What follows belongs to an exercise in optimizing a design on an open flow for small area; a production flow would make more cautious choices.
In this exercise RTL edits were held to simulation tests only and were not proved equivalent to the original.
The flow treats the clock pin as an ideal source, which a real chip does not have.

<file path="config.mk">
export PLATFORM = sky130hd
export DESIGN_NAME = poker_table
export DESIGN_NICKNAME = poker_table
export VERILOG_FILES = /design/flow/design.v
export SDC_FILE = /design/flow/constraint.sdc
export NUM_CORES = 4
export LEC_CHECK = 0
export CAP_MARGIN = 10
export CORE_MARGIN = 2
export CORE_UTILIZATION = 60
export GPL_TIMING_DRIVEN = 0
export SLEW_MARGIN = 10
</file>
<file path="constraint.sdc">
create_clock -name core_clock -period 15.0 [get_ports {clock}]
set_input_delay 3.0000 -clock core_clock [delete_from_list [all_inputs] [get_ports {clock}]]
set_output_delay 3.0000 -clock core_clock [all_outputs]
set_load 0.01 [all_outputs]
</file>
<file path="design.v">
`default_nettype none
package poker_money_pkg;
	typedef logic [14:0] chip_t;	 
	typedef logic seat_t;	 
	localparam chip_t SMALL_BLIND = 15'd100;
	localparam chip_t BIG_BLIND = 15'd200;
endpackage
`default_nettype wire
`default_nettype none
package poker_flow_pkg;
	typedef enum logic [2:0] {
		ACT_CHECK = 3'd0,
		ACT_CALL = 3'd1,
		ACT_RAISE_2BB = 3'd2,
		ACT_RAISE_4BB = 3'd3,
		ACT_RAISE_6BB = 3'd4,
		ACT_ALL_IN = 3'd5,
		ACT_FOLD = 3'd6
	} action_t;
	typedef enum logic [2:0] {
		ST_PREFLOP = 3'd0,
		ST_FLOP = 3'd1,
		ST_TURN = 3'd2,
		ST_RIVER = 3'd3,
		ST_SHOWDOWN = 3'd4
	} street_t;
	typedef enum logic [1:0] {
		WIN_TIE = 2'd0,
		WIN_SEAT0 = 2'd1,
		WIN_SEAT1 = 2'd2
	} winner_t;
	typedef enum logic [3:0] {
		CS_IDLE,
		CS_RESET,
		CS_NEW_HAND,
		CS_BLINDS,
		CS_WAIT_ACTION,
		CS_APPLY,
		CS_STREET_END,
		CS_SHOWDOWN,
		CS_AWARD,
		CS_HAND_DONE,
		CS_MATCH_OVER
	} ctrl_state_t;
endpackage
`default_nettype wire
`timescale 1ns/1ps
`default_nettype none
module poker_table
#(
	parameter poker_money_pkg::chip_t START_CHIPS = 15'd2000
)
(
	input logic clock,
	input logic resetn,
	input logic start,
	input logic action_valid,
	input poker_flow_pkg::action_t action,
	input logic showdown_valid,
	input poker_flow_pkg::winner_t showdown_winner,
	output logic action_ready,
	output logic showdown_ready,
	output poker_money_pkg::seat_t to_act,
	output poker_flow_pkg::street_t street,
	output poker_money_pkg::chip_t stack0,
	output poker_money_pkg::chip_t stack1,
	output poker_money_pkg::chip_t bet0,
	output poker_money_pkg::chip_t bet1,
	output poker_money_pkg::chip_t pot,
	output logic hand_over,
	output logic match_over,
	output poker_money_pkg::seat_t match_winner
);
	typedef logic [11:0] amt_t;	 
	localparam amt_t START = amt_t'(START_CHIPS);
	localparam amt_t ALL = amt_t'(2 * START_CHIPS);
	localparam amt_t SB = amt_t'(poker_money_pkg::SMALL_BLIND);
	localparam amt_t BB = amt_t'(poker_money_pkg::BIG_BLIND);
	localparam logic [3:0] S_IDLE = 4'd15;
	localparam logic [3:0] S_RESET = 4'd8;
	localparam logic [3:0] S_NEW_HAND = 4'd3;
	localparam logic [3:0] S_BLINDS = 4'd5;
	localparam logic [3:0] S_WAIT = 4'd13;
	localparam logic [3:0] S_APPLY = 4'd10;
	localparam logic [3:0] S_STREET_END = 4'd11;
	localparam logic [3:0] S_SHOWDOWN = 4'd7;
	localparam logic [3:0] S_AWARD = 4'd4;
	localparam logic [3:0] S_HAND_DONE = 4'd0;
	localparam logic [3:0] S_MATCH_OVER = 4'd9;
	function automatic amt_t f_add(input amt_t a, input amt_t b, input logic ci);
		logic c;
		amt_t s;
		c = ci;
		for (int i = 0; i < 12; i++)
		begin
			s[i] = a[i] ^ b[i] ^ c;
			c = (a[i] & b[i]) | (c & (a[i] ^ b[i]));
		end
		f_add = s;
	endfunction
	function automatic amt_t f_sub(input amt_t a, input amt_t b);
		f_sub = f_add(a, ~b, 1'b1);
	endfunction
	function automatic logic f_ge(input amt_t a, input amt_t b);
		logic c;
		c = 1'b1;
		for (int i = 0; i < 12; i++)
			c = (a[i] & !b[i]) | (c & (a[i] | !b[i]));
		f_ge = c;
	endfunction
	logic [3:0] state, next_state;
	amt_t t0, t1, b0, b1;	 
	logic [10:0] b0_q, b1_q;
	assign b0 = {1'b0, b0_q};
	assign b1 = {1'b0, b1_q};
	logic loaded;	 
	logic r_s1, r_split;	 
	logic first;	 
	logic bbs;	 
	logic [2:0] street_q;
	logic to_act_q, mw;
	amt_t s0, s1, p;
	logic z0, z1;
	assign s0 = f_sub(t0, b0);
	assign s1 = f_sub(t1, b1);
	assign p = f_sub(f_sub(ALL, t0), t1) & {12{loaded}};
	assign z0 = (s0 == '0);
	assign z1 = (s1 == '0);
	logic tt, l0, l1;
	amt_t dt;
	logic dt_c;
	always_comb
	begin
		logic c;
		c = 1'b1;
		for (int i = 0; i < 12; i++)
		begin
			dt[i] = t1[i] ^ !t0[i] ^ c;
			c = (t1[i] & !t0[i]) | (c & (t1[i] ^ !t0[i]));
		end
		dt_c = c;
	end
	assign tt = dt_c;
	assign l0 = !f_ge(b1, t0);
	assign l1 = !f_ge(b0, t1);
	logic is_raise, is_allin, is_fold;
	amt_t target;
	logic raise_ok;
	assign is_raise = (action == 3'd2) || (action == 3'd3) || (action == 3'd4);
	assign is_allin = (action == 3'd5);
	assign is_fold = (action == 3'd6);
	always_comb
	begin
		case (action)
			3'd2: target = amt_t'(2 * poker_money_pkg::BIG_BLIND);
			3'd3: target = amt_t'(4 * poker_money_pkg::BIG_BLIND);
			default: target = amt_t'(6 * poker_money_pkg::BIG_BLIND);
		endcase
	end
	logic [2:0] ge_b0, ge_b1, ge_mt;	 
	assign ge_b0 = {f_ge(b0, 12'd1200), f_ge(b0, 12'd800), f_ge(b0, 12'd400)};
	assign ge_b1 = {f_ge(b1, 12'd1200), f_ge(b1, 12'd800), f_ge(b1, 12'd400)};
	assign ge_mt = {f_ge(t0, 12'd1200), f_ge(t0, 12'd800), f_ge(t0, 12'd400)} & {f_ge(t1, 12'd1200), f_ge(t1, 12'd800), f_ge(t1, 12'd400)};
	logic [2:0] lvl;	 
	assign lvl = {action == 3'd4, action == 3'd3, action == 3'd2};
	assign raise_ok = |(lvl & ~(to_act_q ? ge_b0 : ge_b1) & ge_mt);
	logic zo, lo, use_mt;
	assign zo = to_act_q ? z0 : z1;	 
	assign lo = to_act_q ? l0 : l1;	 
	assign use_mt = is_allin && !zo;
	logic raised;
	assign raised = raise_ok || (use_mt && (to_act_q ? (tt || l1) : (!tt || l0)));
	logic nb_load;
	logic n_tg, n_t0, n_t1, n_b0, n_b1;
	assign nb_load = raise_ok || (!is_fold && (!zo || lo));
	assign n_tg = raise_ok;
	assign n_t0 = !raise_ok && (use_mt ? tt : (!to_act_q && !l0));
	assign n_t1 = !raise_ok && (use_mt ? !tt : (to_act_q && !l1));
	assign n_b0 = !raise_ok && !use_mt && to_act_q && l1;
	assign n_b1 = !raise_ok && !use_mt && !to_act_q && l0;
	logic take_action, empty;
	assign take_action = (state == S_WAIT) && action_valid;
	assign empty = z0 || z1;
	amt_t v, kv;
	assign v = r_s1 ? s0 : (r_split ? f_add({!dt_c, dt[11:1]}, ALL >> 1, 1'b0) : s1);
	assign kv = f_sub(ALL, v);
	always_comb
	begin
		next_state = state;
		case (state)
			S_IDLE, S_MATCH_OVER: if (start) next_state = S_RESET;
			S_RESET: next_state = S_NEW_HAND;
			S_NEW_HAND: next_state = empty ? S_MATCH_OVER : S_BLINDS;
			S_BLINDS: next_state = S_WAIT;
			S_WAIT:
				if (action_valid)
				begin
					if (is_fold)
						next_state = S_AWARD;
					else if (!first && !raised)
						next_state = S_STREET_END;
					else
						next_state = S_APPLY;
				end
			S_APPLY: next_state = S_WAIT;
			S_STREET_END: next_state = (street_q == 3'd3) ? S_SHOWDOWN : S_WAIT;
			S_SHOWDOWN: if (showdown_valid) next_state = S_AWARD;
			S_AWARD: next_state = S_HAND_DONE;
			S_HAND_DONE: next_state = S_NEW_HAND;
			default: next_state = S_IDLE;
		endcase
	end
	logic ld0, ld1, bl, bl0t, bl1t, hold_b;
	logic ld_t, col, aw, rst_c, hold_t;
	amt_t bl0c, bl1c;
	assign bl = (state == S_BLINDS);
	assign ld0 = take_action && !to_act_q && nb_load;
	assign ld1 = take_action && to_act_q && nb_load;
	assign bl0t = !f_ge(t0, bbs ? SB : BB);	 
	assign bl1t = !f_ge(t1, bbs ? BB : SB);
	assign bl0c = (bl && !bl0t) ? (bbs ? SB : BB) : '0;
	assign bl1c = (bl && !bl1t) ? (bbs ? BB : SB) : '0;
	assign hold_b = (state != S_RESET) && (state != S_STREET_END) && (state != S_AWARD) && !bl;
	assign col = (state == S_STREET_END);
	assign aw = (state == S_AWARD);
	assign rst_c = (state == S_RESET);
	assign hold_t = !col && !aw && !rst_c;
	amt_t b0_n, b1_n, t0_n, t1_n, tg_c;
	assign tg_c = n_tg ? target : '0;
	assign b0_n = ({12{hold_b && !ld0}} & b0) | ({12{ld0 && n_b1}} & b1) | ({12{(ld0 && n_t0) || (bl && bl0t)}} & t0)
		| ({12{ld0 && n_t1}} & t1) | (ld0 ? tg_c : '0) | bl0c;
	assign b1_n = ({12{hold_b && !ld1}} & b1) | ({12{ld1 && n_b0}} & b0) | ({12{(ld1 && n_t1) || (bl && bl1t)}} & t1)
		| ({12{ld1 && n_t0}} & t0) | (ld1 ? tg_c : '0) | bl1c;
	assign t0_n = ({12{hold_t}} & t0) | ({12{col || (aw && r_s1)}} & s0) | ({12{aw && !r_s1}} & kv) | (rst_c ? START : '0);
	assign t1_n = ({12{hold_t}} & t1) | ({12{col}} & s1) | ({12{aw && r_s1}} & kv) | ({12{aw && !r_s1}} & v) | (rst_c ? START : '0);
	always_ff @(posedge clock)
	begin
		r_s1 <= (state == S_WAIT) ? !to_act_q : (showdown_winner == 2'd2);
		r_split <= (state == S_WAIT) ? 1'b0 : (showdown_winner[0] == showdown_winner[1]);
		first <= (state == S_WAIT) ? first : (state != S_APPLY);
		if (!resetn)
		begin
			state <= S_IDLE;
			t0 <= '0;
			t1 <= '0;
			b0_q <= '0;
			b1_q <= '0;
			loaded <= 1'b0;
			bbs <= 1'b0;
			street_q <= 3'd0;
			to_act_q <= 1'b0;
			mw <= 1'b0;
		end
		else
		begin
			state <= next_state;
			t0 <= t0_n;
			t1 <= t1_n;
			b0_q <= b0_n[10:0];
			b1_q <= b1_n[10:0];
			case (state)
				S_RESET:
				begin
					loaded <= 1'b1;
					bbs <= 1'b0;
					to_act_q <= bbs;
					street_q <= 3'd0;
				end
				S_NEW_HAND:
					if (empty)
						mw <= z0;
					else
					begin
						bbs <= !bbs;
						to_act_q <= bbs;
						street_q <= 3'd0;
					end
				S_WAIT:
					if (action_valid && !is_fold && (raised || first))
						to_act_q <= !to_act_q;
				S_STREET_END:
				begin
					to_act_q <= bbs;
					street_q <= street_q + 3'd1;
				end
				default: ;
			endcase
		end
	end
	assign action_ready = (state == S_WAIT);
	assign showdown_ready = (state == S_SHOWDOWN);
	assign hand_over = (state == S_HAND_DONE);
	assign match_over = (state == S_MATCH_OVER);
	assign to_act = to_act_q;
	assign street = poker_flow_pkg::street_t'(street_q);
	assign stack0 = poker_money_pkg::chip_t'(s0);
	assign stack1 = poker_money_pkg::chip_t'(s1);
	assign bet0 = poker_money_pkg::chip_t'(b0);
	assign bet1 = poker_money_pkg::chip_t'(b1);
	assign pot = poker_money_pkg::chip_t'(p);
	assign match_winner = mw;
endmodule
`default_nettype wire
</file>
<file path="flow/run.sh">
#!/bin/bash
# The standard layout (standard.sh, with the standard synthesis unchanged), plus:
# - after floorplan, OpenROAD's restructure re-maps the combinational logic for area; the
#   registers keep their names and cells. Three candidates (restructure run 1, 2 or 3 times,
#   flow/restructure_cand.tcl) are made from the same floorplan and the smallest one is kept.
#   restructure reads a copy of the platform liberty without its don't-use cells
#   (flow/filter_lib.py);
# - synthesis buffers are removed at floorplan, every port still gets a buffer but of the
#   smallest buffer cell; the constant outputs share one tie cell;
# - the clock tree is built by hand before CTS (flow/clocktree.tcl): a root clock buffer and four
#   leaf clock buffers, one per quarter of the registers.
# Each tool's output goes to a log of its own here; each ORFS step also logs under orfs/logs/.
set -uo pipefail
RES="$PWD/orfs/results/$FLOW_PLATFORM/poker_table/base"
python3 flow/filter_lib.py "$FLOW_HOME/platforms/sky130hd/lib/sky130_fd_sc_hd__tt_025C_1v80.lib" \
  "$PWD/hd_nodontuse.lib" > filter_lib.log 2>&1
export REMOVE_ABC_BUFFERS=1
export SKIP_REPAIR_TIE_FANOUT=1
export BUFFER_PORTS_ARGS="-buffer_cell sky130_fd_sc_hd__buf_1"
export PRE_CTS_TCL="$PWD/flow/clocktree.tcl"
export CTS_ARGS="-sink_clustering_enable -repair_clock_nets -buf_list sky130_fd_sc_hd__clkbuf_8 -dont_use_dummy_load -clk_nets clock"

bash standard.sh "$RES/2_1_floorplan.odb" > standard_flow_floorplan.log 2>&1

best=""
best_area=""
if [[ -f "$RES/2_1_floorplan.odb" ]]; then
  cp "$RES/2_1_floorplan.odb" "$PWD/floorplan_before_restructure.odb"
  for k in 1 2 3; do
    RS_PLATFORM_LIB="$FLOW_HOME/platforms/sky130hd/lib/sky130_fd_sc_hd__tt_025C_1v80.lib" \
    RS_IN="$PWD/floorplan_before_restructure.odb" RS_SDC="$RES/2_1_floorplan.sdc" \
    RESTRUCT_LIB="$PWD/hd_nodontuse.lib" RESTRUCT_DIR="$PWD/restructure_work_$k" \
    RS_ITERS=$k RS_OUT="$PWD/restructure_cand_$k.odb" \
      openroad -no_init -exit flow/restructure_cand.tcl > restructure_cand_$k.log 2>&1 &
  done
  wait
  for k in 1 2 3; do
    a=$(sed -n 's/^restructure_cand: area //p' restructure_cand_$k.log)
    if [[ -n "$a" && -f "restructure_cand_$k.odb" ]]; then
      if [[ -z "$best" ]] || python3 -c "import sys; sys.exit(0 if $a < $best_area else 1)"; then
        best=$k; best_area=$a
      fi
    fi
  done
  echo "restructure candidates: kept $best (area $best_area)" > restructure_choice.log
  if [[ -n "$best" ]]; then
    cp "restructure_cand_$best.odb" "$RES/2_1_floorplan.odb"
  fi
fi

bash standard.sh > standard_flow.log 2>&1
</file>
<file path="flow/clocktree.tcl">
# Clock tree by hand, run before CTS: the registers are split into four groups by position
# (a median cut in x, then in y), each driven by one leaf clock buffer at the group's centre,
# and one root clock buffer, fed by the clock port, drives the four leaves. CTS then finds a
# single sink on the clock port's net and leaves the tree as it is.
set leaf_cell sky130_fd_sc_hd__clkbuf_8
set root_cell sky130_fd_sc_hd__clkbuf_4
set block [ord::get_db_block]
set db [ord::get_db]
set clk_net [$block findNet clock]

proc inst_center { inst } {
  set bb [$inst getBBox]
  return [list [expr {([$bb xMin] + [$bb xMax]) / 2}] [expr {([$bb yMin] + [$bb yMax]) / 2}]]
}
proc centroid { items } {
  set sx 0; set sy 0
  foreach it $items { lassign [lindex $it 1] x y; set sx [expr {$sx + $x}]; set sy [expr {$sy + $y}] }
  set n [llength $items]
  return [list [expr {$sx / $n}] [expr {$sy / $n}]]
}
proc place_at { inst xy } {
  lassign $xy x y
  set m [$inst getMaster]
  $inst setLocation [expr {$x - [$m getWidth] / 2}] [expr {$y - [$m getHeight] / 2}]
  $inst setPlacementStatus PLACED
}

# Clock sinks with their positions
set sinks {}
foreach it [$clk_net getITerms] {
  lappend sinks [list $it [inst_center [$it getInst]]]
}
set sinks [lsort -integer -index {1 0} $sinks]
set half [expr {[llength $sinks] / 2}]
set groups {}
foreach part [list [lrange $sinks 0 [expr {$half - 1}]] [lrange $sinks $half end]] {
  set part [lsort -integer -index {1 1} $part]
  set q [expr {[llength $part] / 2}]
  lappend groups [lrange $part 0 [expr {$q - 1}]] [lrange $part $q end]
}

set root [odb::dbInst_create $block [$db findMaster $root_cell] clktree_root]
set root_net [odb::dbNet_create $block clktree_root_net]
$root_net setSigType CLOCK
[$root findITerm A] connect $clk_net
[$root findITerm X] connect $root_net
place_at $root [centroid $sinks]

set k 0
foreach g $groups {
  set leaf [odb::dbInst_create $block [$db findMaster $leaf_cell] clktree_leaf_$k]
  set leaf_net [odb::dbNet_create $block clktree_leaf_net_$k]
  $leaf_net setSigType CLOCK
  foreach s $g {
    set it [lindex $s 0]
    $it disconnect
    $it connect $leaf_net
  }
  [$leaf findITerm A] connect $root_net
  [$leaf findITerm X] connect $leaf_net
  place_at $leaf [centroid $g]
  puts "clocktree.tcl: leaf $k drives [llength $g] clock pins"
  incr k
}
</file>
<file path="flow/filter_lib.py">
#!/usr/bin/env python3
# filter_lib.py IN OUT : copy a liberty file without the cells the platform marks don't-use
# (*lpflow* and *probe* on sky130hd), for the area restructuring step.
import re, sys
src = open(sys.argv[1]).read()
out = []
pos = 0
for m in re.finditer(r'\n\s*cell\s*\(\s*"?([\w]+)"?\s*\)\s*\{', src):
    if m.start() < pos:
        continue
    name = m.group(1)
    if 'lpflow' not in name and 'probe' not in name:
        continue
    # find the end of this cell group
    depth = 0
    i = m.end() - 1
    while True:
        c = src[i]
        if c == '{':
            depth += 1
        elif c == '}':
            depth -= 1
            if depth == 0:
                break
        i += 1
    out.append(src[pos:m.start()])
    pos = i + 1
out.append(src[pos:])
open(sys.argv[2], 'w').write(''.join(out))
</file>
<file path="flow/restructure_cand.tcl">
# One area-recovery candidate for the floorplan: OpenROAD's restructure re-maps the
# combinational logic with ABC for area (registers are untouched), RS_ITERS times in a row,
# against a liberty without the platform's don't-use cells. restructure drops the tie cells on
# constant outputs, so they are put back. Writes the result to RS_OUT and prints its cell area.
read_liberty $::env(RS_PLATFORM_LIB)
read_db $::env(RS_IN)
read_sdc $::env(RS_SDC)

set rs_lib $::env(RESTRUCT_LIB)
set rs_dir $::env(RESTRUCT_DIR)
set iters $::env(RS_ITERS)
file mkdir $rs_dir
set block [ord::get_db_block]
set tie_master [[ord::get_db] findMaster sky130_fd_sc_hd__conb_1]

proc cell_area { block } {
  set a 0
  foreach inst [$block getInsts] {
    set m [$inst getMaster]
    set a [expr {$a + [$m getWidth] * [$m getHeight]}]
  }
  return [expr {$a / 1e6}]
}

# Nets driven by tie cells, with the tie pin used
set tie_nets {}
foreach inst [$block getInsts] {
  if { [[$inst getMaster] getName] ne "sky130_fd_sc_hd__conb_1" } { continue }
  foreach pin {LO HI} {
    set net [[$inst findITerm $pin] getNet]
    if { $net ne "NULL" } { lappend tie_nets [list [$net getName] $pin] }
  }
}

puts "restructure_cand: start area [cell_area $block]"
for {set i 0} {$i < $iters} {incr i} {
  restructure -target area -liberty_file $rs_lib \
    -tielo_port sky130_fd_sc_hd__conb_1/LO -tiehi_port sky130_fd_sc_hd__conb_1/HI \
    -work_dir $rs_dir -abc_logfile $rs_dir/abc_$i.log
}

# Give every constant net that lost its tie cell a new one
set n_tie 0
foreach tn $tie_nets {
  lassign $tn net_name pin
  set net [$block findNet $net_name]
  if { $net eq "NULL" } { continue }
  set driven 0
  foreach it [$net getITerms] {
    if { [$it isOutputSignal] } { set driven 1 }
  }
  if { $driven } { continue }
  set inst [odb::dbInst_create $block $tie_master "tie_restore_$n_tie"]
  [$inst findITerm $pin] connect $net
  incr n_tie
}
puts "restructure_cand: restored $n_tie tie cells"
puts "restructure_cand: area [cell_area $block]"
write_db $::env(RS_OUT)
</file>
<file path="standard.sh">
#!/bin/bash
# synth_recipe.tcl (not shown) runs the flow's synth.tcl, then flattens the netlist and writes it again
# the make line also repeats each setting of config.mk as NAME=value (left out here)
make -C /OpenROAD-flow-scripts/flow DESIGN_CONFIG=/design/flow/config.mk WORK_HOME=/design/flow/orfs CLKGATE_MAP_FILE= SYNTH_SCRIPT=/design/flow/synth_recipe.tcl "${@:-finish}"
</file>
==> results.txt, run 1 <==
The tools report the total of cells resized after clock tree synthesis as 0. Setup repair after global routing left no endpoint under its margin. Timing would allow up to 112 MHz. The clock period minus worst slack was 8.92 ns.

The post-synthesis instance area is 6170 um^2. By instance count, the cell type seen most on the critical path is o21ai_0. The number of input and output port buffers inserted works out to 76. The sequential-to-total area share from yosys stat is 19.6%. The mean cell area of the mapped netlist was 8.02 um^2. The critical path startpoint category is a flip-flop.

The largest individual stage delay along the critical path comes from the cell dfxtp_1. The first global-routing pass estimated 37.1 mm of wire. The number of buffers inserted to repair setup after CTS came out at 0.

The tools report the maximum clock skew at final layout as 0.0249 ns. The placer's final routability congestion estimate was 1.01. In this run the critical register-to-register path is launched from t0[1]. The data required time at the worst endpoint was 12.00 ns. After filler insertion, the fill cell instance count of the layout stands at 1,035. For the total of max-cap violations, the log shows 0. The instance area at placement is 5940 um^2. The tools report the beginning of the critical path as t0[1]. In this run the register-to-register setup slack is 6.22 ns. For the worst-skew pair, the clock arrives at the later sink with an insertion delay of 0.42 ns. The area of all placed cells without fillers was 6020 um^2. The worst min-delay path startpoint is street_q[0]. The die area is 11,100 um^2. The tools report the number of pins with negative max-slew slack in the final report as 0. The signal on the critical path passes through clkinv_1 > o21ai_0 > nor2_1 > o21ai_0 > nor2_1 > o21ai_0 > nor2b_1 > o22ai_1 > nand2_1 > o21ai_0 > nor2b_1 > o22ai_1 > nor2_1 > o21ai_0 > nor2_1 > o21ai_0 > nor2_1 > o21ai_0 > nand2_1 > o21a_1 > a2bb2oi_1 > clkinv_1 > buf_1. The worst hold path was traced through 2 stages. The endpoint of the most critical register-to-register path was b1_q[1].

The flow ran to the end and the layout has no timing, DRC or antenna violations. The logs give 0 for the number of hold buffers added after cts and 0 for the residual antenna-violating net count after detailed routing. The first TritonRoute pass finished after 8 iterations. For the count of synthesis-stage warnings from yosys, the log shows 1. The final hold violation count is 0.

The aggregate global routing overflow is 0. For the worst flop-to-flop path, the logic depth is 31. X dimension of the die: 105 um. The initial utilization of the core area, before any placement, comes to 60.9%. Area added between synthesis and finish: -2.43%. In the final routed layout, each cell accounts on average for 22.7 um. Across all layers, the routed design uses 7,672 vias. In this run, synthesis produced a sequential element count of 60. The final layout net count is 946.

The logs give 10,100 um^2 for the core area and 1,071 for the number of cells in the finished layout apart from fillers. The count of different cell masters after synthesis is 91, and the number of failing setup endpoints in the final timing report is 0. The setup path with the least slack is of type flip-flop to primary output.

The logs give 42.1% for the overall routing resource usage and 24.3 mm for the post-detailed-routing wire length. Synthesis produced 770 cells. Measured against its own limit, the worst slew margin works out to 14.7%. The fraction of the core area covered by cells at the end of the flow is 59.4%.

The HPWL after detailed placement is 18.3 mm. The largest single stage delay on the critical path is 0.50 ns. Across all hold checks on the routed design, the worst slack comes to 0.597 ns. The maximum number of pins on one net before global-route repair was 37. The worst setup path is captured at a primary output. Among all flip-flop cells after synthesis, the most frequent one is dfxtp_1. Setup total negative slack on the finished layout was measured at 0 ns. The slew of the pin with the lowest slew margin works out to 1.27 ns. The tools report the number of global-route vias before repair as 6,700. From bottom edge to top edge, the die measures 105 um. The run gives 1,191 as the number of DRC violations after detailed-routing iteration 0. The most critical setup path has its endpoint at stack0[11]. The post-route fraction of the period consumed by the critical path was 59.4%; the share of cells above drive strength 1 was 1.28%.

The data arrival time of the critical path was 5.92 ns. The count of flip-flops with a built-in enable after synthesis was 1. After clock tree synthesis, the clock-pin slew on the worst setup and hold paths is 0.09 ns. Row generation in the floorplan step produced 37 rows. For this run, design rule violations remaining after detail routing come to 0. The initial antenna violation count was 1. The tightest min-delay check is of the flip-flop to flip-flop type. The number of I/O pins was 94; the share of synthesized registers carrying an async set or reset was 0%. The count of placed standard cells including taps is 1,064. The per-cell via count in the routed design was 7.16; the maximum fanout along the worst path was 8.

-- critical path, delay by kind of cell, from the launching register on --
family                 cells  cell delay, ns
flip-flops                 1            0.50
buffers and inverters      3            0.60
AND/OR/NAND/NOR            9            1.10
AO/OA/AOI/OAI             11            3.32
-- cell usage in the layout, fill, tap and decap left out, types with 4 or more instances in the layout --
cell type | netlist | routed
nor2b_1 | 17 | 9
nor3_1 | 13 | 18
a31oi_1 | 14 | 16
clkinv_1 | 2 | 109
a311oi_1 | 2 | 5
o221ai_1 | 3 | 15
o2bb2ai_1 | 0 | 5
nand2b_1 | 10 | 4
buf_1 | 2 | 75
nor2_1 | 61 | 142
o21a_1 | 4 | 24
o2111ai_1 | 2 | 4
dfxtp_1 | 59 | 59
or3_1 | 4 | 4
a22oi_1 | 10 | 18
o211ai_1 | 9 | 7
a211oi_1 | 9 | 11
o21ai_0 | 46 | 110
o22ai_1 | 6 | 54
o32ai_1 | 2 | 6
nand2_1 | 47 | 73
nand3_1 | 29 | 10
or2_0 | 0 | 8
o21bai_1 | 2 | 7
a21o_1 | 5 | 5
a21oi_1 | 47 | 55
a222oi_1 | 10 | 26
clkbuf_8 | 0 | 4
xnor2_1 | 4 | 4
nor4_1 | 2 | 8
-- worst min-delay path by stage --
stage	endpoint	slack [ns]
6_report	street_q[0]	0.60
2_1_floorplan	bbs	0.50
3_5_place_dp	street_q[0]	0.57
3_3_place_gp	street_q[0]	0.53
5_1_grt	mw	0.64
4_1_cts	street_q[0]	0.57
-- layout make-up --
type,count,area [um^2],share of cell area (%)
Antenna cell,1,2.50,0.0415
Inverter,109,409,6.79
Sequential cell,60,1210,20.1
Timing Repair Buffer,78,309,5.13
Buffer,5,62.6,1.04
Multi-Input combinational cell,682,3860,64.1
Tap cell,136,170,2.82
-- flip-flops by register name (all words and copies together) (netlist names), 3 cells and up --
name / flops
state: 4
b0_q: 11
t0: 12
t1: 12
street_q: 3
b1_q: 11
-- routing by layer --
| metal | global-route usage [%] | vias up | routed length (um) |
|---|---|---|---|
| li1 | - | 3419 | - |
| met1 | 54.9 | 3428 | 8720 |
| met2 | 66.6 | 679 | 10500 |
| met3 | 8.91 | 146 | 3680 |
| met4 | 19.0 | 0 | 1460 |
| met5 | 0 | - | 0 |
-- synthesized netlist by cell type, types with 5 or more instances --
library cell  number  area share (%)
inv_1             82             5.0
nor2_1            61             3.7
dfxtp_1           59              19
a21oi_1           47             3.8
nand2_1           47             2.9
o21ai_0           46             3.7
fa_1              41              13
ha_1              33             6.7
nand3_1           29             2.4
clkbuf_1          27             1.6
buf_4             18             2.2
nor2b_1           17             1.7
a221oi_1          16             2.3
a31oi_1           14             1.4
buf_2             14             1.1
nor3_1            13             1.1
a222oi_1          10             1.6
a22oi_1           10             1.2
nand2b_1          10             1.0
a211oi_1           9             1.1
and2_1             9            0.91
o211ai_1           9             1.1
o311a_1            7             1.1
o21ai_1            6            0.49
o22ai_1            6            0.61
o311ai_0           6            0.85
a21o_1             5            0.61
a221o_1            5            0.81
xor2_1             5            0.71
-- logic make-up after synthesis --
logic type / share of synthesized area (%)
other: 0.0607
flip-flops: 19.6
multiplexers: 0.831
XOR/XNOR: 1.28
AND/OR/NAND/NOR: 18.5
buffers and inverters: 10.7
adder cells (fa/ha/maj): 20.3
AO/OA/AOI/OAI: 28.8
-- through the flow --
step / setup WS (ns)
detailed placement: 6.70
floorplan: 7.10
global route: 5.28
finish: 6.08
CTS: 6.70
global placement: 6.51
==> run 2, diff against run 1 <==
--- a/design.v
+++ b/design.v
@@ -78,12 +78,14 @@
 	localparam amt_t BB = amt_t'(poker_money_pkg::BIG_BLIND);
-	localparam logic [3:0] S_IDLE = 4'd15;
-	localparam logic [3:0] S_RESET = 4'd8;
-	localparam logic [3:0] S_NEW_HAND = 4'd3;
-	localparam logic [3:0] S_BLINDS = 4'd5;
-	localparam logic [3:0] S_WAIT = 4'd13;
-	localparam logic [3:0] S_APPLY = 4'd10;
-	localparam logic [3:0] S_STREET_END = 4'd11;
-	localparam logic [3:0] S_SHOWDOWN = 4'd7;
-	localparam logic [3:0] S_AWARD = 4'd4;
-	localparam logic [3:0] S_HAND_DONE = 4'd0;
+	localparam logic [3:0] S_IDLE = 4'd6;
+	localparam logic [3:0] S_RESET = 4'd8;	 
+	localparam logic [3:0] S_RESET_U = 4'd3;	 
+	localparam logic [3:0] S_NEW_HAND = 4'd10;
+	localparam logic [3:0] S_BLINDS = 4'd4;
+	localparam logic [3:0] S_WAIT = 4'd7;	 
+	localparam logic [3:0] S_WAIT_N = 4'd0;	 
+	localparam logic [3:0] S_APPLY = 4'd1;
+	localparam logic [3:0] S_STREET_END = 4'd12;
+	localparam logic [3:0] S_SHOWDOWN = 4'd5;
+	localparam logic [3:0] S_AWARD = 4'd2;
+	localparam logic [3:0] S_HAND_DONE = 4'd13;
 	localparam logic [3:0] S_MATCH_OVER = 4'd9;
@@ -116,4 +118,8 @@
 	logic loaded;	 
+	logic in_wait;
+	assign in_wait = (state == S_WAIT) || (state == S_WAIT_N);
+	assign loaded = (state != S_IDLE) && (state != S_RESET_U);
 	logic r_s1, r_split;	 
 	logic first;	 
+	assign first = (state == S_WAIT);
 	logic bbs;	 
@@ -181,3 +187,3 @@
 	logic take_action, empty;
-	assign take_action = (state == S_WAIT) && action_valid;
+	assign take_action = in_wait && action_valid;
 	assign empty = z0 || z1;
@@ -190,7 +196,8 @@
 		case (state)
-			S_IDLE, S_MATCH_OVER: if (start) next_state = S_RESET;
-			S_RESET: next_state = S_NEW_HAND;
+			S_IDLE: if (start) next_state = S_RESET_U;
+			S_MATCH_OVER: if (start) next_state = S_RESET;
+			S_RESET, S_RESET_U: next_state = S_NEW_HAND;
 			S_NEW_HAND: next_state = empty ? S_MATCH_OVER : S_BLINDS;
 			S_BLINDS: next_state = S_WAIT;
-			S_WAIT:
+			S_WAIT, S_WAIT_N:
 				if (action_valid)
@@ -204,3 +211,3 @@
 				end
-			S_APPLY: next_state = S_WAIT;
+			S_APPLY: next_state = S_WAIT_N;
 			S_STREET_END: next_state = (street_q == 3'd3) ? S_SHOWDOWN : S_WAIT;
@@ -222,6 +229,6 @@
 	assign bl1c = (bl && !bl1t) ? (bbs ? BB : SB) : '0;
-	assign hold_b = (state != S_RESET) && (state != S_STREET_END) && (state != S_AWARD) && !bl;
+	assign hold_b = !rst_c && (state != S_STREET_END) && (state != S_AWARD) && !bl;
 	assign col = (state == S_STREET_END);
 	assign aw = (state == S_AWARD);
-	assign rst_c = (state == S_RESET);
+	assign rst_c = (state == S_RESET) || (state == S_RESET_U);
 	assign hold_t = !col && !aw && !rst_c;
@@ -237,5 +244,4 @@
 	begin
-		r_s1 <= (state == S_WAIT) ? !to_act_q : (showdown_winner == 2'd2);
-		r_split <= (state == S_WAIT) ? 1'b0 : (showdown_winner[0] == showdown_winner[1]);
-		first <= (state == S_WAIT) ? first : (state != S_APPLY);
+		r_s1 <= in_wait ? !to_act_q : (showdown_winner == 2'd2);
+		r_split <= in_wait ? 1'b0 : (showdown_winner[0] == showdown_winner[1]);
 		if (!resetn)
@@ -247,3 +253,2 @@
 			b1_q <= '0;
-			loaded <= 1'b0;
 			bbs <= 1'b0;
@@ -261,5 +266,4 @@
 			case (state)
-				S_RESET:
+				S_RESET, S_RESET_U:
 				begin
-					loaded <= 1'b1;
 					bbs <= 1'b0;
@@ -277,3 +281,3 @@
 					end
-				S_WAIT:
+				S_WAIT, S_WAIT_N:
 					if (action_valid && !is_fold && (raised || first))
@@ -289,3 +293,3 @@
 	end
-	assign action_ready = (state == S_WAIT);
+	assign action_ready = in_wait;
 	assign showdown_ready = (state == S_SHOWDOWN);
==> results.txt, run 2 <==
The run finished with no timing, DRC or antenna violations. The number of DRC violations after detailed-routing iteration 0 was 1,423 (+19%); the maximum fanout along the worst path was 9 (+1). Post-route fraction of the period consumed by the critical path: 59.6% (+0.16 points).

Total DRC errors in the routed layout: 0 (unchanged). The number of standard cells after synthesis came out at 752 (-2.3%). The run gives 36 (-2.7%) as the number of placement rows.

Leaving out fill and tap cells, the most frequent cell in the layout is nor2_1. The tools report the data required time at the worst endpoint as 12.00 ns (about the same). The beginning of the critical path is t0[0]. The startpoint identified for the worst register-to-register timing path is t1[1]. The critical path ends at pot[11].

The number of hold buffers added after cts is 0 (unchanged). The count of flip-flops with a built-in enable after synthesis was 0 (-1); the reg-to-reg setup timing slack was 6.09 ns (-0.13 ns). The die area is 11,000 um^2 (-1.5%), and the via count is 7,575 (-1.3%).

STA classifies the critical path startpoint as a flip-flop. The clock transition at the registers of the reported paths is 0.10 ns (about the same). The average routed wire per standard cell was 21.9 um (-3.6%); the iteration count of the initial detailed-routing pass was 8 (unchanged).

Number of register bits inferred by synthesis: 58 (-3.3%). The logs give 19.1% (-0.51 points) for the sequential-to-total area share from yosys stat and 0.0219 ns (-0.00304 ns) for the maximum clock skew at final layout. The per-cell via count in the routed design is 7.11 (-0.71%).

The number of global-route vias before repair came out at 6,795 (+1.4%). The cell depth of the worst hold path is 1 (-1). The timing-limited maximum frequency is 112 MHz (-0.27%). The run gives 0 (-1) as the count of inserted antenna diode cells.

The global routing stage identified its most utilized layer as met2. The worst-case reg-to-reg path depth is 35 (+13%), and the slew of the pin with the lowest slew margin is 1.29 ns (+0.0214 ns). Proportion of netlist area held by the largest area contributor: 19.1% (-0.026 points). The met2 capacity usage during global routing was 65.2% (-1.4 points).

The first-pass GRT wire length came out at 35.5 mm (-4.3%). The tightest min-delay check is of the flip-flop to flip-flop type. The data arrival time of the critical path was 5.94 ns (+0.02 ns); the starting density of the core was 61.9% (+1.0 points). The total of cells resized after clock tree synthesis is 0 (unchanged), and the post-synthesis instance area is 6080 um^2 (-1.6%). The kind of end point of the critical path was a primary output. For the number of failing setup endpoints in the final timing report, the log shows 0 (unchanged).

The logs give 1.00 (-0.77%) for the placer's final routability congestion estimate and 60.5% (+1.1 points) for the fraction of the core area covered by cells at the end of the flow. For the number of pins with negative max-slew slack in the final report, the log shows 0 (unchanged). The total of max-cap violations was 0 (unchanged); the residual antenna-violating net count after detailed routing was 0 (unchanged).

In this run the critical register-to-register path is captured at b0_q[7]. The initial antenna violation count came out at 0 (-1). The final hold violation count is 0 (unchanged). The x dimension of the die was 105 um (-0.75%).

Setup repair after global routing left no endpoint under its margin. The tightest slew margin relative to the limit is 13.3% (-1.4 points), and the area added between synthesis and finish is -2.26%.

The core area was 9820 um^2 (-3.1%); the number of buffers inserted to repair setup after CTS was 0 (unchanged). The top cell types in the final layout, fill and taps aside, are nor2_1 (148), clkinv_1 (116), o21ai_0 (103), buf_1 (75), a21oi_1 (71). By count the netlist is led by inv_1 (88), nor2_1 (71), dfxtp_1 (58).

The overall routing resource usage is 39.9% (-2.1 points). Number of I/O pins: 94 (unchanged). For the detailed-placement wirelength estimate, the log shows 17.4 mm (-5.0%). The run gives 0 (unchanged) as the aggregate global routing overflow.

Yosys attributes the largest share of cell area to dfxtp_1 (19%), fa_1 (14%), ha_1 (6.8%), inv_1 (5.4%), nor2_1 (4.4%). Final worst setup slack: 6.06 ns (-0.0243 ns). Count of different cell masters after synthesis: 86 (-5.5%). The clock period minus worst slack was 8.94 ns (+0.0243 ns).

The logs give 0.42 ns (about the same) for the insertion delay of the later-clocked pin in the worst-skew pair and 944 (-0.21%) for the final layout net count. For the maximum number of pins on one net before global-route repair, the log shows 37 (unchanged). The die boundary height came out at 105 um (-0.75%). The largest total area in the synthesized netlist belongs to dfxtp_1. In the final layout, the registers with the most flip-flops are t0 (12), t1 (12). Leading register cell type out of synthesis: dfxtp_1.

The share of synthesized registers carrying an async set or reset was 0% (unchanged); the met1 usage was 52.4% (-2.5 points). The number of input and output port buffers inserted came out at 76 (unchanged). The category of the most critical setup path is flip-flop to primary output. For the global routing usage on met3, the log shows 6.67% (-2.2 points). The share of cells above drive strength 1 is 1.72% (+0.43 points). The tools report the setup slack at placement as 6.44 ns (-0.267 ns). The total negative slack for setup checks came out at 0 ns (unchanged). The mean cell area of the mapped netlist works out to 8.08 um^2 (+0.80%). inv_1 is the most common cell in the netlist.

Post-detailed-routing wire length: 23.3 mm (-4.2%). The count of synthesis-stage warnings from yosys came out at 1 (unchanged).
-- run 2: changes by cell type after synthesis, moves of 5 or more --
cell     before  now
nor2_1       61   71
a32o_1        0    5
o21ai_0      46   40
nand3_1      29   18
nand2_1      47   35
nor2b_1      17   10
a21oi_1      47   41
inv_1        82   88
and3_1        2    7
-- run 2: layout make-up --
class                   count  area (um^2)
flip-flops and latches     58         1160
fillers                  1030         3880
multi-input cells         673         3800
well taps                 133          166
repair buffers             79          313
plain buffers               5         62.6
inverters                 117          439
-- run 2: worst min-delay path by stage --
stage	startpoint	end	slack, ns
6_report	street_q[0]	street_q[0]	0.51
5_1_grt	street_q[0]	street_q[0]	0.55
4_1_cts	street_q[0]	street_q[0]	0.49
3_5_place_dp	street_q[0]	street_q[0]	0.49
3_3_place_gp	street_q[0]	street_q[0]	0.47
2_1_floorplan	mw	mw	0.49
-- run 2: kinds of logic (layout without fill, tap and decap cells) --
kind of cell | Yosys count | after routing | share of synthesized area [%]
fa+ha+maj | 79 | 0 | 21.2
compound gates | 241 | 393 | 28.8
other cells | 1 | 1 | 0.0617
xor+xnor | 9 | 0 | 1.42
flops | 58 | 58 | 19.1
simple gates | 208 | 279 | 17.8
buf+inv | 152 | 201 | 11.0
mux | 4 | 0 | 0.659
-- run 2: per-layer routing --
| layer | wire, um | up-vias | part of all wire [%] |
|---|---|---|---|
| li1 | - | 3388 | - |
| met1 | 8800 | 3464 | 38 |
| met2 | 10500 | 624 | 45 |
| met3 | 3070 | 99 | 13 |
| met4 | 959 | 0 | 4.1 |
| met5 | 0 | - | 0 |
-- run 2: through the flow --
stage | hold WS, ns | instance area [um^2] | instances
after global placement | 0.473 | 5820 | 1057
after detailed placement | 0.490 | 5870 | 1060
final | 0.514 | 5940 | 1065
after global routing | 0.551 | 5940 | 1065
after floorplan | 0.494 | 5750 | 690
after CTS | 0.492 | 5940 | 1065
-- run 2: critical path: stages, from the launching register on --
cell	delay, ns
dfxtp_1	0.42
nor2_1	0.33
a21oi_1	0.09
nor3_1	0.19
o21bai_1	0.19
nor2_1	0.09
o21ai_0	0.34
nor2_1	0.12
o21ai_0	0.38
nor2_1	0.10
o21ai_0	0.38
nor2_1	0.11
o21ai_0	0.37
nor2_1	0.10
o21ai_0	0.30
nor2_1	0.10
o21ai_0	0.37
and2_0	0.22
o22ai_1	0.11
nor2_1	0.16
o21ai_0	0.19
nand2_1	0.15
o21ai_0	0.11
a2bb2oi_1	0.20
nor2_1	0.06
a211oi_1	0.17
buf_1	0.18
==> run 3, diff against run 2 <==
--- a/design.v
+++ b/design.v
@@ -114,5 +114,2 @@
 	amt_t t0, t1, b0, b1;	 
-	logic [10:0] b0_q, b1_q;
-	assign b0 = {1'b0, b0_q};
-	assign b1 = {1'b0, b1_q};
 	logic loaded;	 
@@ -251,4 +248,4 @@
 			t1 <= '0;
-			b0_q <= '0;
-			b1_q <= '0;
+			b0 <= '0;
+			b1 <= '0;
 			bbs <= 1'b0;
@@ -263,4 +260,4 @@
 			t1 <= t1_n;
-			b0_q <= b0_n[10:0];
-			b1_q <= b1_n[10:0];
+			b0 <= b0_n;
+			b1 <= b1_n;
 			case (state)
--- a/flow/run.sh
+++ b/flow/run.sh
@@ -9,4 +9,4 @@
 #   smallest buffer cell; the constant outputs share one tie cell;
-# - the clock tree is built by hand before CTS (flow/clocktree.tcl): a root clock buffer and four
-#   leaf clock buffers, one per quarter of the registers.
+# - the clock tree is built by hand before CTS (flow/clocktree.tcl): a root clock buffer and six
+#   leaf clock buffers, one per sixth of the registers.
 # Each tool's output goes to a log of its own here; each ORFS step also logs under orfs/logs/.
--- a/flow/clocktree.tcl
+++ b/flow/clocktree.tcl
@@ -1,4 +1,4 @@
-# Clock tree by hand, run before CTS: the registers are split into four groups by position
-# (a median cut in x, then in y), each driven by one leaf clock buffer at the group's centre,
-# and one root clock buffer, fed by the clock port, drives the four leaves. CTS then finds a
+# Clock tree by hand, run before CTS: the registers are split into six groups by position
+# (a median cut in x, then each half in three by y), each driven by one leaf clock buffer at
+# the group's centre, and one root clock buffer, fed by the clock port, drives the leaves. CTS then finds a
 # single sink on the clock port's net and leaves the tree as it is.
@@ -37,4 +37,6 @@
   set part [lsort -integer -index {1 1} $part]
-  set q [expr {[llength $part] / 2}]
-  lappend groups [lrange $part 0 [expr {$q - 1}]] [lrange $part $q end]
+  set n [llength $part]
+  set a [expr {$n / 3}]
+  set b [expr {(2 * $n) / 3}]
+  lappend groups [lrange $part 0 [expr {$a - 1}]] [lrange $part $a [expr {$b - 1}]] [lrange $part $b end]
 }
--- a/config.mk
+++ b/config.mk
@@ -7,6 +7,6 @@
 export LEC_CHECK = 0
-export CAP_MARGIN = 10
+export CAP_MARGIN = 20
 export CORE_MARGIN = 2
-export CORE_UTILIZATION = 60
+export CORE_UTILIZATION = 40
 export GPL_TIMING_DRIVEN = 0
-export SLEW_MARGIN = 10
+export SLEW_MARGIN = 20
==> results.txt, run 3 <==
The flow ran to the end and the layout has no timing, DRC or antenna violations. Relative to the synthesized area, the layout overhead comes to -1.12%. Slew of the pin with the lowest slew margin: 1.19 ns (-0.0975 ns). The share of cells above drive strength 1 was 1.80% (+0.088 points). The post-route fraction of the period consumed by the critical path is 63.1% (+3.5 points).

Average routed wire per standard cell: 20.4 um (-6.7%). The run gives 0 (unchanged) as the total of max-cap violations. The post-synthesis xor/xnor area fraction is 1.73% (+0.31 points), and the detailed-placement wirelength estimate is 18.1 mm (+3.9%). The proportion of netlist area held by the largest area contributor works out to 19.1% (+0.029 points). The tools report the number of standard cells after synthesis as 784 (+4.3%). For the iteration count of the initial detailed-routing pass, the log shows 7 (-1). The run gives 1,095 (-23%) as the number of DRC violations after detailed-routing iteration 0. The placer's final routability congestion estimate came out at 1.01 (+0.87%). The tools report the total negative slack for setup checks as 0 ns (unchanged).

The logs give 0 (unchanged) for the number of failing setup endpoints in the final timing report and 106 MHz (-5.5%) for the timing-limited maximum frequency. The complex-gate fraction of the synthesized area works out to 27.1% (-1.8 points). Setup repair after global routing left no endpoint under its margin. Counting stages on the worst path, the most repeated cell is o21ai_0.

The starting density of the core was 41.1% (-21 points); the worst hold slack was 0.573 ns (+0.0591 ns). The number of hold buffers added after cts came out at 0 (unchanged). The tools report the overall routing resource usage as 26.7% (-13 points). Leading area contributor after synthesis: dfxtp_1. Worst min-delay path category: flip-flop to flip-flop. The run gives 40.7% (-20 points) as the fraction of the core area covered by cells at the end of the flow. Clock period minus worst slack: 9.46 ns (+0.522 ns). The aggregate global routing overflow was 0 (unchanged).

The worst setup path is of the flip-flop to flip-flop kind. Cell with the most instances after synthesis: inv_1. The run gives 15.38 ns (+3.38 ns) as the data required time at the worst endpoint. The post-detailed-routing wire length is 23.6 mm (+1.1%), and the share of synthesized registers carrying an async set or reset is 0% (unchanged).

The synthesized-area fraction occupied by adder cells came out at 20.7% (-0.50 points). STA classifies the critical path startpoint as a flip-flop. The final hold violation count is 0 (unchanged), and the maximum fanout along the worst path is 8 (-1). The number of cells in the finished layout apart from fillers is 1,153 (+8.3%).

Counting instances in the post-synthesis netlist gives the leading cell types as inv_1 (87), nor2_1 (74), nand2_1 (66). The largest stage delay on the critical path came out at 0.87 ns (+0.45 ns). The die area is 16,700 um^2 (+53%). The number of I/O pins was 94 (unchanged); the residual antenna-violating net count after detailed routing was 0 (unchanged). The tools report the sequential-to-total area share from yosys stat as 19.1% (+0.029 points). The library cell used most frequently in the layout, excluding fill and tap cells, is nor2_1. The total of cells resized after clock tree synthesis is 0 (unchanged).

After synthesis, the largest family of logic cells by area is compound AO/OA/AOI/OAI gates. The per-cell via count in the routed design was 6.35 (-11%). The library cells used most frequently in the layout, excluding fill and tap cells, are nor2_1 (134), clkinv_1 (115), o21ai_0 (96), buf_1 (78), o22ai_1 (78). The simple-gate share of the synthesized area works out to 19.1% (+1.4 points). Number of global-route vias before repair: 6,246 (-8.1%). The fraction of synthesized area in multiplexers is 1.47% (+0.82 points). The count of different cell masters after synthesis is 90 (+4.7%).

The tools report the post-synthesis instance area as 6280 um^2 (+3.3%). The number of register bits inferred by synthesis works out to 60 (+3.4%). The slowest stage of the critical path is the nor4_1 cell. The tools report the tightest slew margin relative to the limit as 19.8% (+6.6 points). The core area is 15,300 um^2 (+55%), and the mean cell area of the mapped netlist is 8.01 um^2 (-0.92%). The tools report the data arrival time of the critical path as 9.84 ns (+3.90 ns).

The kind of cell adding the most delay to the critical path is compound AO/OA/AOI/OAI gates. The run gives 0.45 ns (+0.03 ns) as the insertion delay of the later-clocked pin in the worst-skew pair. Kind of end point of the critical path: a flip-flop. The run gives 0 (unchanged) as the count of inserted antenna diode cells. The number of input and output port buffers inserted came out at 78 (+2.6%).

The count of synthesis-stage warnings from yosys was 1 (unchanged); the initial antenna violation count was 0 (unchanged). The x dimension of the die was 129 um (+24%). The run gives 0 (unchanged) as the number of buffers inserted to repair setup after CTS. Ranked by total cell area, the synthesized netlist is headed by dfxtp_1 (19%), fa_1 (13%), ha_1 (6.6%), inv_1 (5.2%), nor2_1 (4.4%). The number of pins with negative max-slew slack in the final report is 0 (unchanged). The run gives 7,318 (-3.4%) as the via count.

The leading register cell type out of synthesis is dfxtp_1. The clock transition at the registers of the reported paths was 0.08 ns (-0.02 ns); the maximum number of pins on one net before global-route repair was 43 (+16%). The logs give 1,661 (+61%) for the number of fillers in the final layout and 954 (+1.1%) for the final layout net count.

The number of placement rows was 45 (+25%). The total DRC errors in the routed layout was 0 (unchanged); the first-pass GRT wire length was 35.5 mm (+0.12%). The die boundary height was 129 um (+24%). The count of placed standard cells including taps was 1,146 (+8.1%); the maximum clock skew at final layout was 0.0146 ns (-0.00728 ns).

Number of buffer and inverter instances along the worst setup path: 4 (+3). The count of flip-flops with a built-in enable after synthesis came out at 0 (unchanged).
[run 3: worst paths after layout]
| path | depth (start not counted) | startpoint | end | slack, ns |
|---|---|---|---|---|
| worst max-delay path | 33 | t0[1] | b0[1] | 5.54 |
| worst max register to register | 33 | t0[1] | b0[1] | 5.54 |
| worst min-delay path | 2 | street_q[0] | street_q[0] | 0.57 |
| worst min register to register | 2 | street_q[0] | street_q[0] | 0.57 |
[run 3: worst register-to-register path: cells and delay by family (launching register included)]
kind | cells | cell delay, ns
DFF | 1 | 0.50
buffers and inverters | 4 | 1.27
AOI/OAI and AO/OA | 16 | 5.13
and+or+nand+nor | 13 | 2.48
[run 3: cell families after synthesis]
group / count (synthesis)
XOR/XNOR: 9
adder cells (fa/ha/maj): 80
AO/OA/AOI/OAI: 236
AND/OR/NAND/NOR: 235
multiplexers: 8
other: 1
buffers and inverters: 155
flip-flops: 60
[run 3: per-layer routing]
metal | up-vias | GRT usage (%) | share of wire [%] | wire length [um]
li1 | 3472 | - | - | -
met1 | 3260 | 39.7 | 43 | 10200
met2 | 515 | 39.8 | 42 | 9800
met3 | 71 | 2.97 | 11 | 2690
met4 | 0 | 9.14 | 3.8 | 885
met5 | - | 0 | 0 | 0
[run 3: cell type report]
cell class,instances,area [um^2],share of cell area (%)
multi-input combinational,677,3890,62.7
sequential,60,1200,19.3
inverter,116,437,7.03
timing repair buffer,82,324,5.22
tap,211,264,4.25
buffer,7,90.1,1.45
[run 3: metrics by stage]
| step | instance area [um^2] | setup WS [ns] |
|---|---|---|
| final | 6210 | 5.54 |
| after global routing | 6210 | 4.99 |
| after CTS | 6210 | 6.08 |
| after detailed placement | 6120 | 6.11 |
| after global placement | 6050 | 5.40 |
| after floorplan | 5940 | 7.13 |
==> run 4, diff against run 3 <==
--- a/design.v
+++ b/design.v
@@ -114,2 +114,5 @@
 	amt_t t0, t1, b0, b1;	 
+	logic [10:0] b0_q, b1_q;
+	assign b0 = {1'b0, b0_q};
+	assign b1 = {1'b0, b1_q};
 	logic loaded;	 
@@ -248,4 +251,4 @@
 			t1 <= '0;
-			b0 <= '0;
-			b1 <= '0;
+			b0_q <= '0;
+			b1_q <= '0;
 			bbs <= 1'b0;
@@ -260,4 +263,4 @@
 			t1 <= t1_n;
-			b0 <= b0_n;
-			b1 <= b1_n;
+			b0_q <= b0_n[10:0];
+			b1_q <= b1_n[10:0];
 			case (state)
--- a/flow/run.sh
+++ b/flow/run.sh
@@ -9,4 +9,4 @@
 #   smallest buffer cell; the constant outputs share one tie cell;
-# - the clock tree is built by hand before CTS (flow/clocktree.tcl): a root clock buffer and six
-#   leaf clock buffers, one per sixth of the registers.
+# - the clock tree is built by hand before CTS (flow/clocktree.tcl): a root clock buffer and five
+#   leaf clock buffers, one per fifth of the registers.
 # Each tool's output goes to a log of its own here; each ORFS step also logs under orfs/logs/.
--- a/flow/clocktree.tcl
+++ b/flow/clocktree.tcl
@@ -1,5 +1,6 @@
-# Clock tree by hand, run before CTS: the registers are split into six groups by position
-# (a median cut in x, then each half in three by y), each driven by one leaf clock buffer at
-# the group's centre, and one root clock buffer, fed by the clock port, drives the leaves. CTS then finds a
-# single sink on the clock port's net and leaves the tree as it is.
+# Clock tree by hand, run before CTS: the registers are split into five groups by position (a
+# cut in x into 2/5 and 3/5 of the pins, then cuts in y into two and three groups), each driven
+# by one leaf clock buffer at the group's centre, and one root clock buffer, fed by the clock
+# port, drives the leaves. CTS then finds a single sink on the clock port's net and leaves the
+# tree as it is.
 set leaf_cell sky130_fd_sc_hd__clkbuf_8
@@ -33,10 +34,15 @@
 set sinks [lsort -integer -index {1 0} $sinks]
-set half [expr {[llength $sinks] / 2}]
+# Two x-slices holding 2/5 and 3/5 of the pins, cut by y into two and three groups
+set n_all [llength $sinks]
+set cut [expr {(2 * $n_all + 2) / 5}]
 set groups {}
-foreach part [list [lrange $sinks 0 [expr {$half - 1}]] [lrange $sinks $half end]] {
+foreach part [list [lrange $sinks 0 [expr {$cut - 1}]] [lrange $sinks $cut end]] nparts {2 3} {
   set part [lsort -integer -index {1 1} $part]
   set n [llength $part]
-  set a [expr {$n / 3}]
-  set b [expr {(2 * $n) / 3}]
-  lappend groups [lrange $part 0 [expr {$a - 1}]] [lrange $part $a [expr {$b - 1}]] [lrange $part $b end]
+  set lo 0
+  for {set j 1} {$j <= $nparts} {incr j} {
+    set hi [expr {($j * $n) / $nparts}]
+    lappend groups [lrange $part $lo [expr {$hi - 1}]]
+    set lo $hi
+  }
 }
--- a/config.mk
+++ b/config.mk
@@ -7,6 +7,6 @@
 export LEC_CHECK = 0
-export CAP_MARGIN = 20
+export CAP_MARGIN = 10
 export CORE_MARGIN = 2
-export CORE_UTILIZATION = 40
+export CORE_UTILIZATION = 60
 export GPL_TIMING_DRIVEN = 0
-export SLEW_MARGIN = 20
+export SLEW_MARGIN = 10
==> results.txt, run 4 <==
The run finished with no timing, DRC or antenna violations. The number of hold buffers added after cts came out at 0 (unchanged). The number of placement rows came out at 36 (-20%). The tools report the residual antenna-violating net count after detailed routing as 0 (unchanged).

The core area was 9820 um^2 (-36%); the maximum fanout along the worst path was 10 (+2). For the area of all placed cells without fillers, the log shows 5950 um^2 (-4.1%). The largest registers in the layout are t0 (12), t1 (12). The tools report the count of placed standard cells including taps as 1,060 (-7.5%). Worst-case reg-to-reg path depth: 35 (+6.1%). Die area: 11,000 um^2 (-34%).

The run gives 94 (unchanged) as the number of I/O pins. In this design, the critical path's most frequently occurring cell is o21ai_0. The logs give 0 (unchanged) for the final hold violation count and 0 (unchanged) for the total of max-cap violations. The clock transition at the registers of the reported paths is 0.08 ns (about the same).

For this design, the slowest cell found on the critical path is nor3_1. The initial antenna violation count came out at 0 (unchanged). The maximum clock skew at final layout is 0.0226 ns (+0.00802 ns). Number of input and output port buffers inserted: 76 (-2.6%). The capture point of the worst path is b0_q[7]. The placer's final routability congestion estimate was 1.00 (-0.86%); the number of DRC violations after detailed-routing iteration 0 was 1,280 (+17%). The tools report the number of pins with negative max-slew slack in the final report as 0 (unchanged).

The insertion delay of the later-clocked pin in the worst-skew pair came out at 0.42 ns (-0.03 ns). Average routed wire per standard cell: 21.9 um (+7.0%). The mean cell area of the mapped netlist works out to 8.08 um^2 (+0.93%). For the data arrival time of the critical path, the log shows 9.24 ns (-0.60 ns). The per-cell via count in the routed design works out to 7.10 (+12%).

Endpoint of the most critical register-to-register path: b0_q[7]. The run gives 9 (+2) as the iteration count of the initial detailed-routing pass. The instance area at placement is 5870 um^2 (-4.0%). The most common cell after layout, fill and taps aside was nor2_1. The proportion of netlist area held by the largest area contributor came out at 19.1% (-0.029 points).

Timing-limited maximum frequency: 112 MHz (+6.3%). For the post-detailed-routing wire length, the log shows 23.3 mm (-1.1%). The clock period minus worst slack came out at 8.90 ns (-0.558 ns). The total negative slack for setup checks is 0 ns (unchanged), and the post-synthesis instance area is 6080 um^2 (-3.2%). The post-route fraction of the period consumed by the critical path was 59.4% (-3.7 points). In this run the critical register-to-register path is launched from t1[1]. The tools report the number of failing setup endpoints in the final timing report as 0 (unchanged). The category of the most critical setup path is flip-flop to flip-flop. The number of cells in the finished layout apart from fillers was 1,066 (-7.5%). The largest stage delay on the critical path is 0.90 ns (+0.03 ns).

The run gives 0 (unchanged) as the total DRC errors in the routed layout. The library cells used most frequently in the layout, excluding fill and tap cells, are nor2_1 (148), clkinv_1 (116), o21ai_0 (103), buf_1 (75), a21oi_1 (71). For the number of standard cells after synthesis, the log shows 752 (-4.1%).

The slew of the pin with the lowest slew margin is 1.25 ns (+0.0557 ns). The tools report the maximum number of pins on one net before global-route repair as 37 (-14%). Leading register cell type out of synthesis: dfxtp_1. The number of fillers in the final layout is 1,021 (-39%). The x dimension of the die was 105 um (-19%); the count of inserted antenna diode cells was 0 (unchanged).

The count of synthesis-stage warnings from yosys is 1 (unchanged), and the starting density of the core is 61.9% (+21 points). The overall routing resource usage was 40.0% (+13 points); the number of register bits inferred by synthesis was 58 (-3.3%). The detailed-placement wirelength estimate came out at 17.4 mm (-3.8%). Among all cell types in the netlist, the one instantiated most often is inv_1.

The number of buffers inserted to repair setup after CTS came out at 0 (unchanged). The most critical setup path has its startpoint at t1[1]. The sequential-to-total area share from yosys stat was 19.1% (-0.029 points).

After synthesis, the cell types taking the most area are dfxtp_1 (19%), fa_1 (14%), ha_1 (6.8%), inv_1 (5.4%), nor2_1 (4.4%). The share of cells above drive strength 1 works out to 1.82% (+0.017 points). The count of different cell masters after synthesis was 86 (-4.4%).

STA classifies the critical path endpoint as a flip-flop. The data required time at the worst endpoint is 15.34 ns (-0.04 ns), and the share of synthesized registers carrying an async set or reset is 0% (unchanged). The aggregate global routing overflow is 0 (unchanged). The reg-to-reg setup timing slack is 6.10 ns (+0.56 ns), and the count of flip-flops with a built-in enable after synthesis is 0 (unchanged). The min-delay analysis places its worst path in the category flip-flop to flip-flop.

The run gives 35.5 mm (-0.12%) as the first-pass GRT wire length. The area added between synthesis and finish works out to -2.04%. The final layout net count came out at 945 (-0.94%). The worst hold slack was 0.511 ns (-0.0627 ns). By count the netlist is led by inv_1 (88), nor2_1 (71), dfxtp_1 (58). For the number of global-route vias before repair, the log shows 6,789 (+8.7%). The worst setup path is launched from a flip-flop.

The via count was 7,565 (+3.4%). The total of cells resized after clock tree synthesis came out at 0 (unchanged). Setup repair after global routing left no endpoint under its margin. The leading area contributor after synthesis was dfxtp_1. The run gives 16.1% (-3.7 points) as the tightest slew margin relative to the limit. Die boundary height: 105 um (-19%).
-- run 4: changes by cell type in the layout (fill, tap and decap cells not counted), sizes merged, moves of 5 or more --
cell,previous run,this run
nor2,134,149
o22ai,78,53
nor3,19,24
a21oi,64,71
a31oi,12,7
o21ai,96,103
a222oi,23,32
-- run 4: critical path: cells and delay by family (launching register included) --
kind	cells	cell delay [ns]
buf+inv	4	1.04
simple gates	18	4.05
compound gates	13	3.28
flops	1	0.47
-- run 4: worst min-delay path by stage --
| stage | slack (ns) | start | cells past startpoint | end |
|---|---|---|---|---|
| after CTS | 0.49 | street_q[0] | 1 | street_q[0] |
| final | 0.51 | street_q[0] | 1 | street_q[0] |
| after floorplan | 0.49 | mw | 2 | mw |
| after global placement | 0.47 | street_q[0] | 1 | street_q[0] |
| after global routing | 0.55 | street_q[0] | 1 | street_q[0] |
| after detailed placement | 0.49 | street_q[0] | 1 | street_q[0] |
-- run 4: per-layer routing --
| layer | global-route usage (%) | vias up | routed length [um] |
|---|---|---|---|
| met3 | 6.80 | 113 | 2960 |
| li1 | - | 3398 | - |
| met1 | 52.8 | 3445 | 8960 |
| met5 | 0 | - | 0 |
| met4 | 17.4 | 0 | 1200 |
| met2 | 64.3 | 609 | 10200 |
-- run 4: kinds of logic after synthesis --
logic type	share of synthesized area, %
muxes	0.659
DFF	19.1
other	0.0617
xor gates and xnor gates	1.42
buffers and inverters	11.0
AOI/OAI and AO/OA	28.8
and+or+nand+nor	17.8
adders and majority gates	21.2
-- run 4: stage by stage --
step / utilization [%] / setup WS (ns)
CTS: 60.6 / 6.39
floorplan: - / 7.12
global placement: 59.3 / 6.32
global route: 60.6 / 5.36
finish: 60.6 / 6.10
detailed placement: 59.8 / 6.44
-- run 4: final cells by class --
type	instances	area, um^2	share of cell area, %
Timing Repair Buffer	79	313	5.25
Buffer	6	76.3	1.28
Sequential cell	58	1160	19.5
Tap cell	133	166	2.79
Multi-Input combinational cell	673	3800	63.8
Inverter	117	439	7.38

-- port drivers added, routing unchanged --
Ports are ideal in the flow. The routed layouts listed here were re-timed in OpenROAD. Step 1 assumes that a clkbuf_16 drives the clock port and a buf_2 every other input. Step 2 adds t to the input delays and takes it off the output delays; t is the mean of the earliest and latest rising clock arrival at the registers after step 1. Input paths then give back, and output paths get back, about the clock's delay inside the block. Three values: ideal ports, drivers, drivers and shift; two values: the first two.
run | t, ns | setup WS [ns] | worst setup path at the end | latest minus earliest clock arrival (ns) | cell pins on the clock port's net
run 1 | 0.443 | 6.085 / 6.049 / 6.221 | register to register | 0.025 / 0.024 | 1
run 2 | 0.438 | 6.060 / 6.027 / 6.092 | register to register | 0.022 / 0.022 | 1
run 3 | 0.475 | 5.538 / 5.538 / 5.538 | register to register | 0.014 / 0.014 | 1
run 4 | 0.445 | 6.096 / 6.087 / 6.096 | register to register | 0.023 / 0.023 | 1
After both steps setup and hold are still met in every run listed.
